This design comes from an exercise in tuning for small area on the open sky130 flow, not from production work. Function was checked by simulation only, so behaviour that the tests miss may differ from the original. The flow treats the clock pin as an ideal source. Dropping or thinning the clock tree relies on that and would not hold on a real chip. No activity file was given, so power comes from the tool's default toggle rates.

==> run a <==
Design status_console, start of the top module:
module status_console (
   input  logic         clk,
   input  logic         arst_n,
   input  logic [65:0]  status,        
   input  logic [9:0]   fetch_addr,    
   output logic [7:0]   fetch_char     
);
==> flow/config.mk <==
export PLATFORM = sky130hd
export DESIGN_NAME = status_console
export DESIGN_NICKNAME = status_console
export VERILOG_FILES = /design/flow/design.v
export SDC_FILE = /design/flow/constraint.sdc
export NUM_CORES = 4
export LEC_CHECK = 0
export CAP_MARGIN = 20
export CORE_AREA = 2.3 2.72 58.7 60.0
export CTS_BUF_LIST = sky130_fd_sc_hd__clkbuf_2
export DIE_AREA = 0 0 61 62.2
export PLACE_DENSITY = 0.7
export SLEW_MARGIN = 20
export SYNTH_MEMORY_MAX_BITS = 8192
==> flow/constraint.sdc <==
create_clock -name core_clock -period 6.0 [get_ports {clk}]
set_input_delay 1.2000 -clock core_clock [delete_from_list [all_inputs] [get_ports {clk}]]
set_output_delay 1.2000 -clock core_clock [all_outputs]
set_load 0.01 [all_outputs]
standard.sh (not shown) runs the stock make flow with config.mk's settings and CLKGATE_MAP_FILE= SYNTH_SCRIPT=/design/flow/synth_recipe.tcl, a recipe that flattens the netlist after the stock synthesis.
==> flow/flow/run.sh <==
#!/bin/bash
# The standard layout with two changes:
#  - synthesis maps the logic with an area-only ABC script (flow/abc_min_area.script)
#    instead of ORFS's delay-driven one; everything else in synthesis is the standard flow's own
#    script, so the registers keep their names and cells;
#  - the port buffers are the smallest buffer (buf_1) instead of the delay buffer the
#    resizer picks by default.
set -euo pipefail
here=$(pwd)
export FLOW_ABC_SCRIPT=$here/flow/abc_min_area.script
export BUFFER_PORTS_ARGS="-buffer_cell sky130_fd_sc_hd__buf_1"
cat flow/abc_override.tcl synth_recipe.tcl > my_synth.tcl
sed "s#SYNTH_SCRIPT=[^ ]*#SYNTH_SCRIPT=$here/my_synth.tcl#" standard.sh > my_standard.sh
grep -q "SYNTH_SCRIPT=$here/my_synth.tcl" my_standard.sh
bash my_standard.sh finish > flow_standard.log 2>&1
==> flow/flow/abc_min_area.script <==
strash
dch -f
map -a
strash
dch -f
map -a
topo
==> flow/flow/abc_override.tcl <==
# Map with an area-only ABC script: the flow's abc call keeps its liberty and
# dont_use arguments, only its -script is replaced.
proc abc {args} {
  set i [lsearch -exact $args -script]
  if { $i >= 0 } { set args [lreplace $args $i [expr {$i + 1}]] }
  set i [lsearch -exact $args -D]
  if { $i >= 0 } { set args [lreplace $args $i [expr {$i + 1}]] }
  yosys abc -script $::env(FLOW_ABC_SCRIPT) {*}$args
}
==> run b (differences from run a) <==
==> flow/flow/run.sh (replaced) <==
#!/bin/bash
# The standard layout, except that the port buffers are the smallest
# buffer (buf_1) instead of the delay buffer the resizer picks by default.
set -euo pipefail
export BUFFER_PORTS_ARGS="-buffer_cell sky130_fd_sc_hd__buf_1"
bash standard.sh finish > flow_standard.log 2>&1
removed: flow/flow/abc_min_area.script
removed: flow/flow/abc_override.tcl
==> notes.md <==
	run a	run b
Status	complete, no violations	complete, no violations
Multi-input comb cells	148	152
Sequential power	47.9 uW	47.7 uW
Met2 Routed Length	1980 um	1860 um
Combinational-cell power consumption	73.1 uW	96.5 uW
Area growth from synthesis to layout	33.7%	21.6%
Peak ir drop on the vdd network	0.0289 mV	0.0353 mV
Final cycle utilization of the critical path	64.3%	60.4%
Final wirelength	3890 um	3910 um
Buf+Inv Stages, Crit Path	3	2
Net total in the final layout	359	339
Post-synthesis sequential area ratio	12.5%	10.0%
Layout buffering overhead excluding clock cells	20.5%	18.5%
Total nets after synthesis	273	265

---

==> v3 <==
status_console, a different RTL version from the one above (not shown whole).
clock: 6.0 ns
lec_check: 0
abc_area: 1
cap_margin: 20
core_margin: 2
core_utilization: 35
place_density: 0.55
slew_margin: 20
synth_memory_max_bits: 8192
run.sh (not shown) runs the stock make flow with config.mk's settings and CLKGATE_MAP_FILE= SYNTH_SCRIPT=/design/flow/synth_recipe.tcl, a recipe that flattens the netlist after the stock synthesis.
Stock flow here: none of the scripts above is used.
==> inputs of v39, as changes to v3 <==
- ABC_AREA: 1 -> not set
==> notes <==
- Against v3, the setup slack of v39 is lower by 0.19 ns.
- Between v3 and v39, the lower design area is in v39 (gap 5.1%, measured against v39).
- Flip-flop and latch count is the same in v39 and v3.
- Between v39 and v3, the lower sequential share of layout area is in v3 (gap 0.28 points).
- Between v39 and v3, the lower first-iteration DRC count is in v3 (gap about 1.3%, measured against v3).
==> figures <==
Outcome: v39 no timing/DRC/antenna violations; v3 no timing/DRC/antenna violations
M3 GR Usage: v39 2.14%; v3 2.61%
Share of cell area taken by multi-input logic gates: v39 54.4%; v3 50.6%
Switching power as a share of total power: v39 31.9%; v3 37.1%
Tightest hold margin: v39 1.69 ns; v3 1.78 ns
Floorplan die height: v39 70.6 µm; v3 73.3 µm
Post-Syn Area: v39 1550 µm²; v3 1680 µm²
Clock buffers and inverters, area share: v39 1.84%; v3 1.75%
Area of placed instances: v39 2400 µm²; v3 2530 µm²
Timing endpoint of the critical path: v39 fetch_char[4]$_DFF_P_; v3 fetch_char[2]$_DFF_P_
Largest stage delay on the critical path: v39 0.68 ns; v3 0.70 ns

---

==> run Y <==
Another version of the RTL of status_console (not shown whole).
Settings: LEC_CHECK=0, CAP_MARGIN=20, CORE_AREA=2.3 2.72 58.7 60.0, CTS_BUF_LIST=sky130_fd_sc_hd__clkbuf_2, DIE_AREA=0 0 61 62.2, PLACE_DENSITY=0.7, SLEW_MARGIN=20, SYNTH_MEMORY_MAX_BITS=8192; clock period 6.0 ns.
standard.sh (not shown) runs the stock make flow with config.mk's settings and CLKGATE_MAP_FILE= SYNTH_SCRIPT=/design/flow/synth_recipe.tcl, a recipe that flattens the netlist after the stock synthesis.
==> flow/flow/run.sh <==
#!/bin/bash
# The standard layout, with three changes:
#  - the synthesized netlist is flow/netlist.v, built gate by gate from the same
#    function as the RTL (see gen/ in the version); this script first proves with
#    yosys that it does exactly what design.v does, and stops if it does not.
#    Its registers are the standard synthesis's: same names, same dfxtp cells;
#  - the port buffers are the smallest buffer (buf_1) instead of the delay buffer
#    the resizer picks by default;
#  - the clock of the seven registers comes through one clkbuf_2 placed among them
#    (flow/cts_one_buffer.tcl) instead of TritonCTS's root buffer, two leaf
#    buffers and a dummy load.
set -euo pipefail
here=$(pwd)
res=$here/orfs/results/$FLOW_PLATFORM/status_console/base
lib=$FLOW_HOME/platforms/$FLOW_PLATFORM/lib/sky130_fd_sc_hd__tt_025C_1v80.lib
export BUFFER_PORTS_ARGS="-buffer_cell sky130_fd_sc_hd__buf_1"

# The standard synthesis, for everything the later steps read besides the netlist
bash standard.sh synth > flow_synth.log 2>&1

bash flow/equiv.sh "$FLOW_DESIGN" flow/netlist.v "$lib" > flow_equiv.log 2>&1
grep -q "Equivalence successfully proven" flow_equiv.log

cp "$res/1_2_yosys.v" standard_1_2_yosys.v
cp flow/netlist.v "$res/1_2_yosys.v"
rm -f "$res/1_synth.odb" "$res/1_synth.sdc"
bash standard.sh place > flow_place.log 2>&1
RESULTS=$res LIB=$lib openroad -no_init -exit flow/cts_one_buffer.tcl > flow_cts.log 2>&1
bash standard.sh finish > flow_layout.log 2>&1
==> flow/flow/cts_one_buffer.tcl <==
# Clock "tree" for the seven fetch_char registers: one clkbuf_2 between the clk
# port and every register clock pin, placed at the registers' centroid. All
# registers get the same clock arrival; no other change to the placement.
set res $::env(RESULTS)
read_liberty $::env(LIB)
read_db $res/3_place.odb
read_sdc $res/3_place.sdc

set block [ord::get_db_block]
set clk [$block findNet clk]
set master [[ord::get_db] findMaster sky130_fd_sc_hd__clkbuf_2]
set buf [odb::dbInst_create $block $master clkbuf_regs]
set leaf [odb::dbNet_create $block clknet_regs]
$leaf setSigType CLOCK
$clk setSigType CLOCK

set n 0; set sx 0; set sy 0
foreach it [$clk getITerms] {
  set inst [$it getInst]
  if {[[$it getMTerm] getName] ne "CLK"} { error "unexpected load on clk: [$inst getName]" }
  $it disconnect
  $it connect $leaf
  lassign [$inst getLocation] x y
  incr sx $x; incr sy $y; incr n
}
puts "moved $n register clock pins to clknet_regs"
[$buf findITerm A] connect $clk
[$buf findITerm X] connect $leaf
$buf setLocation [expr {$sx / $n}] [expr {$sy / $n}]
$buf setPlacementStatus PLACED
global_connect

detailed_placement
check_placement -verbose

set_propagated_clock [all_clocks]
estimate_parasitics -placement
report_clock_skew
report_checks -path_delay min_max
report_check_types -max_slew -max_capacitance -violators

write_db $res/4_1_cts.odb
write_sdc $res/4_cts.sdc
file copy -force $res/4_1_cts.odb $res/4_cts.odb
==> flow/flow/equiv.sh <==
#!/bin/bash
# equiv.sh DESIGN NETLIST LIB: proves that NETLIST does what DESIGN (the RTL) does,
# register for register (the registers are paired by name).
set -euo pipefail
D=$1; N=$2; LIB=$3; T=$(mktemp -d equiv.XXXXXX)
yosys -p "read_verilog -sv $D; hierarchy -top status_console; proc; flatten; memory; memory_map; opt; rename status_console gold; write_rtlil $T/gold.il"
yosys -p "read_liberty -ignore_miss_func $LIB; read_verilog $N; hierarchy -top status_console; proc; flatten; opt_clean; rename status_console gate; write_rtlil $T/gate.il"
yosys -p "read_rtlil $T/gold.il; read_rtlil $T/gate.il; equiv_make gold gate equiv; hierarchy -top equiv; equiv_simple -seq 2; equiv_induct -seq 2; equiv_status -assert"
rm -rf "$T"
Other scripts of this flow, unchanged in this note and not shown: flow/flow/netlist.v
==> run B (differences from run Y) <==
==> flow/flow/run.sh (replaced) <==
#!/bin/bash
# The standard layout, with two changes:
#  - the synthesized netlist is flow/netlist.v, built gate by gate from the same
#    function as the RTL (see gen/ in the version); this script first proves with
#    yosys that it does exactly what design.v does, and stops if it does not.
#    Its registers are the standard synthesis's: same names, same dfxtp cells;
#  - the port buffers are the smallest buffer (buf_1) instead of the delay buffer
#    the resizer picks by default.
set -euo pipefail
here=$(pwd)
res=$here/orfs/results/$FLOW_PLATFORM/status_console/base
lib=$FLOW_HOME/platforms/$FLOW_PLATFORM/lib/sky130_fd_sc_hd__tt_025C_1v80.lib
export BUFFER_PORTS_ARGS="-buffer_cell sky130_fd_sc_hd__buf_1"
export CTS_ARGS="-buf_list sky130_fd_sc_hd__clkbuf_2 -root_buf sky130_fd_sc_hd__clkbuf_2 -dont_use_dummy_load -repair_clock_nets"

# The standard synthesis, for everything the later steps read besides the netlist
bash standard.sh synth > flow_synth.log 2>&1

bash flow/equiv.sh "$FLOW_DESIGN" flow/netlist.v "$lib" > flow_equiv.log 2>&1
grep -q "Equivalence successfully proven" flow_equiv.log

cp "$res/1_2_yosys.v" standard_1_2_yosys.v
cp flow/netlist.v "$res/1_2_yosys.v"
rm -f "$res/1_synth.odb" "$res/1_synth.sdc"
bash standard.sh finish > flow_layout.log 2>&1
removed: flow/flow/cts_one_buffer.tcl
==> run C (differences from run Y) <==
--- a/flow/flow/run.sh
+++ b/flow/flow/run.sh
@@ -7,5 +7,5 @@
 #  - the port buffers are the smallest buffer (buf_1) instead of the delay buffer
 #    the resizer picks by default;
-#  - the clock of the seven registers comes through one clkbuf_2 placed among them
+#  - the clock of the seven registers comes through one clkbuf_4 placed among them
 #    (flow/cts_one_buffer.tcl) instead of TritonCTS's root buffer, two leaf
 #    buffers and a dummy load.
--- a/flow/flow/cts_one_buffer.tcl
+++ b/flow/flow/cts_one_buffer.tcl
@@ -1,3 +1,3 @@
-# Clock "tree" for the seven fetch_char registers: one clkbuf_2 between the clk
+# Clock "tree" for the seven fetch_char registers: one clkbuf_4 between the clk
 # port and every register clock pin, placed at the registers' centroid. All
 # registers get the same clock arrival; no other change to the placement.
@@ -9,5 +9,5 @@
 set block [ord::get_db_block]
 set clk [$block findNet clk]
-set master [[ord::get_db] findMaster sky130_fd_sc_hd__clkbuf_2]
+set master [[ord::get_db] findMaster sky130_fd_sc_hd__clkbuf_4]
 set buf [odb::dbInst_create $block $master clkbuf_regs]
 set leaf [odb::dbNet_create $block clknet_regs]
==> notes <==
Against run Y, the worst hold slack of run C is better by 5.3 ps. Against run Y, the clock power of run B is higher by 79%. Of run B and run C, run B has the higher setup slack (gap 81 ps). In final cell count, run Y and run C do not differ. In critical path depth, run C and run B do not differ. The lowest wire length belongs to run C, the highest to run B. Of run B and run Y, run B has the higher via count (gap 0.75%, measured against run Y). The highest fmax belongs to run B, the lowest to run C. Synthesized cell count is the same in run C and run B. In run C the power is smaller than in run B, by about 7%. In sequential power, run B and run Y hardly differ.
The clock cells of run Y and run C come from the design's own scripts or RTL, not from TritonCTS.

static timing again, ports no longer ideal:
In the flow no input, the clock included, has a driving cell. The finished layouts below were timed again as built, in two steps.
Step 1 assumes that a clkbuf_16 drives the clock port and a buf_2 every other input.
Step 2 moves the port delays by t, midway between the first and last clock arrival at a register: inputs arrive t later, outputs are due t later. That takes back most of the time a late clock gives input paths.
a / b / c = ideal / step 1 / step 2; a / b = the first two.
run | t (ns) | setup WS [ns] | worst hold slack (ns) | worst setup path after step 2 | worst register clock-pin slew, ns
run a of note 1 | 0.231 | 2.144 / 2.140 / 1.909 | 1.296 / 1.304 / 1.535 | input to register | 0.06 / 0.06
run b of note 1 | 0.241 | 2.377 / 2.363 / 2.122 | 1.446 / 1.450 / 1.606 | input to register | 0.07 / 0.07
v3 | 0.242 | 1.722 / 1.720 / 1.477 | 1.779 / 1.781 / 1.948 | input to register | 0.04 / 0.04
v39 | 0.244 | 1.533 / 1.526 / 1.282 | 1.686 / 1.696 / 1.940 | input to register | 0.04 / 0.04
run Y of note 3 | 0.154 | 2.670 / 2.665 / 2.511 | 1.386 / 1.418 / 1.572 | input to register | 0.11 / 0.11
run B of note 3 | 0.228 | 2.741 / 2.737 / 2.509 | 1.317 / 1.349 / 1.577 | input to register | 0.06 / 0.06
run C of note 3 | 0.154 | 2.660 / 2.656 / 2.502 | 1.391 / 1.423 / 1.577 | input to register | 0.07 / 0.07
After both steps setup and hold are still met in every run listed. The setup slack of run b of note 1, which loses most, moves by -0.014 ns with the drivers and by -0.255 ns with both steps.
